What follows belongs to an exercise in optimizing a design on an open flow for small area, a short achievable clock period and few clock cycles; a production flow would make more cautious choices. In this exercise RTL edits were held to simulation tests only and were not proved equivalent to the original. Power figures rest on the tool's default switching activity, not on a simulated workload.

==> run B: inputs <==
==> flow/design.v (excerpt) <==
module rau_top (
   input  logic        clock,
   input  logic        reset,
   input  logic        start,
   output logic        busy,
   input  logic [1:0]  req_cmd,
   input  logic [31:0] req_a_num,
   input  logic [31:0] req_a_den,
   input  logic [31:0] req_b_num,
   input  logic [31:0] req_b_den,
   output logic        rsp_valid,
   output logic [31:0] rsp_num,
   output logic [31:0] rsp_den,
   output logic [1:0]  rsp_status
);
Settings: LEC_CHECK=0, CAP_MARGIN=20, CORE_MARGIN=2, CORE_UTILIZATION=40, SLEW_MARGIN=20; clock period 11.0 ns.
standard.sh (not shown) runs the stock make flow with config.mk's settings and CLKGATE_MAP_FILE= SYNTH_SCRIPT=/design/flow/synth_recipe.tcl, a recipe that flattens the netlist after the stock synthesis.
==> flow/flow/run.sh <==
#!/bin/bash
set -euo pipefail
bash standard.sh SETUP_SLACK_MARGIN=7 finish > standard_flow.log 2>&1
==> inputs of run Y, as changes to run B <==
--- a/flow/design.v
+++ b/flow/design.v
@@ -53,22 +53,18 @@
    output logic                n_flip,
    output logic                d_flip,
    input  logic                take
 );
    localparam int R  = 4;            
    localparam int PW = 34;           
-   localparam int W  = 38;           
+   localparam int W  = 40;           
    localparam int HW = W - R;        
    localparam logic [HW-1:0] KN = HW'(64'd20 * 64'h11111111);
    localparam logic [HW-1:0] KD = HW'(64'd10 * 64'h11111111);
    logic          full_ff, done_ff, dz_ff;
-   logic          bv_ff, bdz_ff, bnf_ff, bdf_ff, xfer;
-   logic [64:0]   bn_ff;
-   logic [63:0]   bd_ff;
    logic [2:0]    cnt_ff;
-   logic [R-1:0]  nls_ff, nlc_ff, dls_ff, dlc_ff;    
    logic          ma_ff, mb_ff, mc_ff, ub_ff;
    logic [5:0]    ea_ff;
    logic [3:0]    ed_ff;
    logic [1:0]    eb_ff, ec_ff;
    logic [31:0]   an_ff, ad_ff;
    logic [31:0]   xa_ff, xb_ff, xc_ff;
@@ -78,13 +74,13 @@
    logic [2:0]    e_a0, e_a1, e_b0, e_b1, e_c0, e_c1;
    logic [2:0]    i_a0, i_a1, i_b0, i_b1, i_c0, i_c1;
    logic [W-1:0]  a0, a1, b0, b1, c0, c1, kn, kd;
    logic [W-1:0]  t1s, t1c, t2s, t2c, t3s, t3c, t4s, t4c, t5s, t5c;
    logic [W-1:0]  u1s, u1c, u2s, u2c, u3s, u3c;
    logic [R:0]    ln, ld;
-   logic [W-1:0]  rn_s, rn_c, rd_s, rd_c, nf, df;
+   logic [HW-1:0] rn_s, rn_c, rd_s, rd_c, nh, dh;
    function automatic logic [2:0] benc(input logic [2:0] y, input logic m, input logic en);
       benc[2] = en && (y[1] ^ y[0]);
       benc[1] = en && ((y[2] & ~y[1] & ~y[0]) | (~y[2] & y[1] & y[0]));
       benc[0] = en && (y[2] ^ m);
    endfunction
    function automatic logic [W-1:0] bpp(input logic [31:0] x, input logic one,
@@ -98,23 +94,29 @@
                                           input logic [W-1:0] z);
       logic [W-1:0] s, c;
       s   = x ^ y ^ z;
       c   = ((x & y) | (x & z) | (y & z)) << 1;
       csa = {s, c};
    endfunction
+   function automatic logic [2*HW-1:0] csah(input logic [HW-1:0] x, input logic [HW-1:0] y,
+                                            input logic [HW-1:0] z);
+      logic [HW-1:0] s, c;
+      s    = x ^ y ^ z;
+      c    = ((x & y) | (x & z) | (y & z)) << 1;
+      csah = {s, c};
+   endfunction
    assign busy   = full_ff;
    assign accept = start && !full_ff;
    assign is_mul = (req_data.cmd == rau_pkg::CMD_MUL);
    assign is_div = (req_data.cmd == rau_pkg::CMD_DIV);
    assign is_sub = (req_data.cmd == rau_pkg::CMD_SUB);
    assign sa_in  = req_data.a_num[31] ^ (is_mul ? req_data.b_num[31] : req_data.b_den[31]);
    assign sc_in  = req_data.a_den[31] ^ (is_div ? req_data.b_num[31] : req_data.b_den[31]);
    assign step = full_ff && !done_ff;
-   assign xfer = done_ff && (!bv_ff || take);
-   assign last  = (cnt_ff == 3'd7);
-   assign dz_s  = (cnt_ff == 3'd0) && ((ad_ff == '0) || (xc_ff == '0));
+   assign last = (cnt_ff == 3'd7);
+   assign dz_s = (cnt_ff == 3'd0) && ((ad_ff == '0) || (xc_ff == '0));
    assign i_a0 = benc({req_data.a_num[1:0], 1'b0}, sa_in, 1'b1);
    assign i_a1 = benc(req_data.a_num[3:1],         sa_in, 1'b1);
    assign i_b0 = benc({req_data.a_den[1:0], 1'b0}, sa_in ^ is_sub, !req_data.cmd[1]);
    assign i_b1 = benc(req_data.a_den[3:1],         sa_in ^ is_sub, !req_data.cmd[1]);
    assign i_c0 = benc({req_data.a_den[1:0], 1'b0}, sc_in, 1'b1);
    assign i_c1 = benc(req_data.a_den[3:1],         sc_in, 1'b1);
@@ -134,54 +136,36 @@
    assign kd = W'({ec_ff[0], 1'b0, ec_ff[1]});
    assign {t1s, t1c} = csa(W'(ns_ff), W'(nc_ff), a0);
    assign {t2s, t2c} = csa(a1, b0, b1);
    assign {t3s, t3c} = csa(t1s, t1c, t2s);
    assign {t4s, t4c} = csa(t3s, t3c, t2c);
    assign {t5s, t5c} = csa(t4s, t4c, kn);
-   assign ln = nls_ff + nlc_ff + nci_ff;
+   assign ln = t5s[R-1:0] + t5c[R-1:0] + nci_ff;
    assign {u1s, u1c} = csa(W'(ds_ff), W'(dc_ff), c0);
    assign {u2s, u2c} = csa(u1s, u1c, c1);
    assign {u3s, u3c} = csa(u2s, u2c, kd);
-   assign ld = dls_ff + dlc_ff + dci_ff;
-   assign {rn_s, rn_c} = csa({ns_ff, nls_ff}, {nc_ff, nlc_ff}, ~{KN, 4'b0});
-   assign {rd_s, rd_c} = csa({ds_ff, dls_ff}, {dc_ff, dlc_ff}, ~{KD, 4'b0});
-   assign nf = rn_s + {rn_c[W-1:1], nci_ff} + 1'b1;
-   assign df = rd_s + {rd_c[W-1:1], dci_ff} + 1'b1;
+   assign ld = u3s[R-1:0] + u3c[R-1:0] + dci_ff;
+   assign {rn_s, rn_c} = csah(ns_ff, nc_ff, ~KN);
+   assign {rd_s, rd_c} = csah(ds_ff, dc_ff, ~KD);
+   assign nh = rn_s + {rn_c[HW-1:1], nci_ff} + 1'b1;
+   assign dh = rd_s + {rd_c[HW-1:1], dci_ff} + 1'b1;
    always_ff @(posedge clock) begin
       if (reset) begin
          full_ff <= 1'b0;
          done_ff <= 1'b0;
       end else if (accept) begin
          full_ff <= 1'b1;
          done_ff <= 1'b0;
-      end else if (xfer) begin
+      end else if (take) begin
          full_ff <= 1'b0;
          done_ff <= 1'b0;
       end else if (step && (last || dz_s)) begin
          done_ff <= 1'b1;
       end
    end
    always_ff @(posedge clock) begin
-      if (reset) begin
-         bv_ff <= 1'b0;
-      end else if (xfer) begin
-         bv_ff <= 1'b1;
-      end else if (take) begin
-         bv_ff <= 1'b0;
-      end
-   end
-   always_ff @(posedge clock) begin
-      if (xfer) begin
-         bn_ff  <= {nf[R+32:0], an_ff[31:R]};
-         bd_ff  <= {df[R+31:0], ad_ff[31:R]};
-         bdz_ff <= dz_ff;
-         bnf_ff <= ma_ff;
-         bdf_ff <= mc_ff;
-      end
-   end
-   always_ff @(posedge clock) begin
       if (!full_ff) begin
          an_ff  <= req_data.a_num;
          ad_ff  <= req_data.a_den;
          xa_ff  <= is_mul ? req_data.b_num : req_data.b_den;
          xb_ff  <= req_data.b_num;
          xc_ff  <= is_div ? req_data.b_num : req_data.b_den;
@@ -196,46 +180,36 @@
          ns_ff  <= '0;
          nc_ff  <= '0;
          ds_ff  <= '0;
          dc_ff  <= '0;
          nci_ff <= 1'b0;
          dci_ff <= 1'b0;
-         nls_ff <= '0;
-         nlc_ff <= '0;
-         dls_ff <= '0;
-         dlc_ff <= '0;
          cnt_ff <= '0;
       end else if (step) begin
          an_ff  <= {ln[R-1:0], an_ff[31:R]};
          ad_ff  <= {ld[R-1:0], ad_ff[31:R]};
+         ea_ff  <= {e_a0, e_a1};
+         ed_ff  <= {e_c0[2:1], e_c1[2:1]};
+         eb_ff  <= {e_b0[0], e_b1[0]};
+         ec_ff  <= {e_c0[0], e_c1[0]};
+         ns_ff  <= t5s[W-1:R];
+         nc_ff  <= t5c[W-1:R];
+         ds_ff  <= u3s[W-1:R];
+         dc_ff  <= u3c[W-1:R];
          nci_ff <= ln[R];
          dci_ff <= ld[R];
          cnt_ff <= cnt_ff + 1'b1;
          if (cnt_ff == 3'd0) dz_ff <= dz_s;
-         begin
-            ea_ff  <= {e_a0, e_a1};
-            ed_ff  <= {e_c0[2:1], e_c1[2:1]};
-            eb_ff  <= {e_b0[0], e_b1[0]};
-            ec_ff  <= {e_c0[0], e_c1[0]};
-            ns_ff  <= t5s[W-1:R];
-            nc_ff  <= t5c[W-1:R];
-            ds_ff  <= u3s[W-1:R];
-            dc_ff  <= u3c[W-1:R];
-            nls_ff <= t5s[R-1:0];
-            nlc_ff <= t5c[R-1:0];
-            dls_ff <= u3s[R-1:0];
-            dlc_ff <= u3c[R-1:0];
-         end
       end
    end
-   assign done   = bv_ff;
-   assign dz     = bdz_ff;
-   assign n      = bn_ff;
-   assign d      = bd_ff;
-   assign n_flip = bnf_ff;
-   assign d_flip = bdf_ff;
+   assign done   = done_ff;
+   assign dz     = dz_ff;
+   assign n      = {nh[32:0], an_ff};
+   assign d      = {dh[31:0], ad_ff};
+   assign n_flip = ma_ff;
+   assign d_flip = mc_ff;
 endmodule
 module rau_datapath (
    input  logic             clock,
    input  logic             reset,
    input  logic             in_valid,
    input  logic             in_dz,
@@ -245,23 +219,22 @@
    input  logic             in_d_flip,
    output logic             take,
    output logic             rsp_valid,
    output rau_pkg::rsp_type rsp_data
 );
    localparam int MS = 4;            
-   localparam int CW = 33;           
+   localparam int CW = 32 + MS;      
    logic          busy_ff, abs_ff, dz_ff, tv_ff, nneg_ff, dneg_ff;
    logic [63:0]   u_ff, v_ff;
    logic [32:0]   t_ff;
    logic [CW-1:0] m11_ff, m12_ff, m21_ff, m22_ff;
    logic          rsp_valid_ff;
    rau_pkg::rsp_type rsp_ff;
-   logic          uo, vo, ge, u_zero, t_hit, fin, load;
+   logic          uo, vo, ge, u_zero, c_ovf, t_hit, fin, load;
    logic [64:0]   s1, s2;
-   logic [63:0]   xu, xv, ush, vsh, s1sh, s2sh, u_d, v_d;
-   logic          stp, absc, u_ce, v_ce;
+   logic [63:0]   xu, xv, ku, kv, un, vn;
    logic          u_en, v_en, c1_sh, c2_sh, c1_add, c2_add;
    logic [CW-1:0] sum1, sum2;
    logic [31:0]   enc_n, enc_d;
    logic          fits_n, fits_d;
    function automatic logic [63:0] shr(input logic [63:0] x, input logic [63:0] k);
       if (k[1])      shr = {1'b0, x[63:1]};
@@ -280,31 +253,25 @@
    logic        cge;
    rau_csub #(.W(64)) u_csub (.a(u_ff), .b(v_ff), .amb(s1[63:0]), .bma(s2[63:0]), .age(cge));
    assign s1[64] = !cge;
    assign s2[64] = 1'b0;
    assign ge = cge;
    assign u_zero = (u_ff == '0);
+   assign c_ovf  = (m11_ff[CW-1:32] != '0) || (m12_ff[CW-1:32] != '0) ||
+                   (m21_ff[CW-1:32] != '0) || (m22_ff[CW-1:32] != '0);
    assign t_hit  = tv_ff && (((u_ff[63:33] == '0) && (u_ff[32:0] < t_ff)) ||
                              ((v_ff[63:33] == '0) && (v_ff[32:0] < t_ff)));
-   assign fin    = busy_ff && (dz_ff || (!abs_ff && (u_zero || t_hit)));
+   assign fin    = busy_ff && (dz_ff || (!abs_ff && (u_zero || c_ovf || t_hit)));
    assign load   = in_valid && (!busy_ff || fin);
    assign take   = (load && !(in_n[64] && !in_dz)) || (busy_ff && abs_ff);
    assign xu = uo ? s1[63:0] : u_ff;
    assign xv = vo ? s2[63:0] : v_ff;
-   assign ush  = shr(u_ff, vo ? u_ff : (u_ff | v_ff));
-   assign vsh  = shr(v_ff, uo ? v_ff : (u_ff | v_ff));
-   assign s1sh = shr(s1[63:0], s1[63:0]);
-   assign s2sh = shr(s2[63:0], s2[63:0]);
-   assign stp  = busy_ff && !abs_ff && !fin;
-   assign absc = busy_ff && abs_ff;
-   assign u_d  = ({64{load}} & in_n[63:0]) | ({64{absc}} & s2[63:0]) |
-                 ({64{stp && uo}} & s1sh) | ({64{stp && !uo}} & ush);
-   assign v_d  = ({64{load}} & ((in_n[64] && !in_dz) ? 64'd0 : in_d)) | ({64{absc}} & in_d) |
-                 ({64{stp && vo}} & s2sh) | ({64{stp && !vo}} & vsh);
-   assign u_ce = load || absc || (stp && (!uo || (vo && ge)));
-   assign v_ce = load || absc || (stp && (!vo || (uo && !ge)));
+   assign ku = (!uo && !vo) ? (u_ff | v_ff) : xu;
+   assign kv = (!uo && !vo) ? (u_ff | v_ff) : xv;
+   assign un = shr(xu, ku);
+   assign vn = shr(xv, kv);
    assign u_en   = !uo || (vo && ge);
    assign v_en   = !vo || (uo && !ge);
    assign c1_sh  = u_en && vo;            
    assign c2_sh  = v_en && uo;
    assign c2_add = uo && vo && ge;        
    assign c1_add = uo && vo && !ge;       
@@ -317,27 +284,31 @@
          busy_ff <= 1'b1;
       end else if (fin) begin
          busy_ff <= 1'b0;
       end
    end
    always_ff @(posedge clock) begin
-      if (u_ce) u_ff <= u_d;
-      if (v_ce) v_ff <= v_d;
       if (load) begin
+         u_ff    <= in_n[63:0];
+         v_ff    <= (in_n[64] && !in_dz) ? 64'd0 : in_d;
          nneg_ff <= in_n[64] ^ in_n_flip;
          dneg_ff <= in_d_flip;
          abs_ff  <= in_n[64] && !in_dz;
          dz_ff   <= in_dz;
          tv_ff   <= 1'b0;
          m11_ff  <= CW'(1);
          m12_ff  <= '0;
          m21_ff  <= '0;
          m22_ff  <= CW'(1);
       end else if (busy_ff && abs_ff) begin
+         u_ff <= s2[63:0];
+         v_ff <= in_d;
          abs_ff <= 1'b0;
       end else if (busy_ff && !fin) begin
+         if (u_en) u_ff <= un;
+         if (v_en) v_ff <= vn;
          if (!tv_ff && (uo || vo)) begin
             t_ff  <= ge ? u_ff[63:31] : v_ff[63:31];
             tv_ff <= 1'b1;
          end
          if (c1_sh) begin
             m11_ff <= shl(m11_ff, xu);
@@ -364,24 +335,26 @@
          rsp_valid_ff <= 1'b0;
       end else begin
          rsp_valid_ff <= fin;
       end
    end
    always_ff @(posedge clock) begin
-      if (dz_ff) begin
-         rsp_ff.res_num <= '0;
-         rsp_ff.res_den <= 32'sd1;
-         rsp_ff.status  <= rau_pkg::STAT_DIV_ZERO;
-      end else if (!u_zero || !fits_n || !fits_d) begin
-         rsp_ff.res_num <= '0;
-         rsp_ff.res_den <= 32'sd1;
-         rsp_ff.status  <= rau_pkg::STAT_OVERFLOW;
-      end else begin
-         rsp_ff.res_num <= enc_n;
-         rsp_ff.res_den <= enc_d;
-         rsp_ff.status  <= rau_pkg::STAT_OK;
+      if (fin) begin
+         if (dz_ff) begin
+            rsp_ff.res_num <= '0;
+            rsp_ff.res_den <= 32'sd1;
+            rsp_ff.status  <= rau_pkg::STAT_DIV_ZERO;
+         end else if (!u_zero || !fits_n || !fits_d) begin
+            rsp_ff.res_num <= '0;
+            rsp_ff.res_den <= 32'sd1;
+            rsp_ff.status  <= rau_pkg::STAT_OVERFLOW;
+         end else begin
+            rsp_ff.res_num <= enc_n;
+            rsp_ff.res_den <= enc_d;
+            rsp_ff.status  <= rau_pkg::STAT_OK;
+         end
       end
    end
    assign rsp_valid = rsp_valid_ff;
    assign rsp_data  = rsp_ff;
 endmodule
 module rau_csub #(
==> flow/run.sh (new file) <==
#!/bin/bash
# synth_recipe.tcl (not shown) runs the flow's synth.tcl, then flattens the netlist and writes it again
# the make line also repeats each setting of config.mk as NAME=value (left out here)
make -C /OpenROAD-flow-scripts/flow DESIGN_CONFIG=/design/flow/config.mk WORK_HOME=/design/flow/orfs CLKGATE_MAP_FILE= SYNTH_SCRIPT=/design/flow/synth_recipe.tcl finish
SETUP_SLACK_MARGIN = 5   (was unset)
removed: flow/flow/run.sh
removed: flow/standard.sh
==> comparison table <==
| metric | run Y | run B |
|---|---|---|
| Power, Total | 12.2 mW | 13.7 mW |
| Share of layout cells above drive strength 1 | 0.0655 | 0.166 |
| Critical path capture point | u_rau.u_reduce.u_ff[24] | u_rau.u_reduce.m21_ff[22] |
| Max_slew headroom | 0.171 | 0.201 |
| Post-synthesis compound-gate area fraction | 0.221 | 0.216 |
| Pwr per Cell Area | 175 nW/um^2 | 163 nW/um^2 |
| Min Tclk post-route | 6.00 ns | 4.37 ns |
| Cell count after placement | 9,332 | 9,851 |
| Req. time, crit path | 11.56 ns | 11.66 ns |
| Combined area of all synthesized cells | 63,400 sq um | 68,300 sq um |
| Reported net switching power | 5.00 mW | 5.29 mW |
| Area taken by flip-flops and latches | 18,000 sq um | 21,300 sq um |
| Static Leak | 27.8 nW | 33.6 nW |
| Cell Rows | 146 | 151 |
| Die Width | 402 um | 417 um |
| Non-Clock Inverter Count | 561 | 613 |
| Outcome | complete, no violations | complete, no violations |
Testbench counts of run B, summed over its fixed seeds: cycles 35,837.
Testbench counts of run Y, summed over its fixed seeds: cycles 39,847.

==> port drivers added, routing unchanged <==
The flow's constraints put no driver on any port. The routed layouts listed below were extracted and timed again, unchanged, in two steps.
Step 1 assumes that a clkbuf_16 drives the clock port and a buf_2 every other input.
Step 2 adds t to the input delays and takes it off the output delays; t is the mean of the earliest and latest rising clock arrival at the registers after step 1. Input paths then give back, and output paths get back, about the clock's delay inside the block.
Slacks: ideal ports / drivers / drivers and shift; pairs: ideal ports / drivers.
run | shift t [ns] | setup slack, ns | latest minus earliest clock arrival (ns) | slew at the worst register clock pin (ns)
run B | 0.861 | 6.631 / 6.631 / 6.320 | 0.050 / 0.051 | 0.07 / 0.07
run Y | 0.800 | 4.999 / 4.999 / 4.999 | 0.039 / 0.039 | 0.06 / 0.06
After both steps setup and hold are still met in every run listed. The setup slack of run B, which loses most, moves by 0.000 ns with the drivers and by -0.311 ns with both steps.
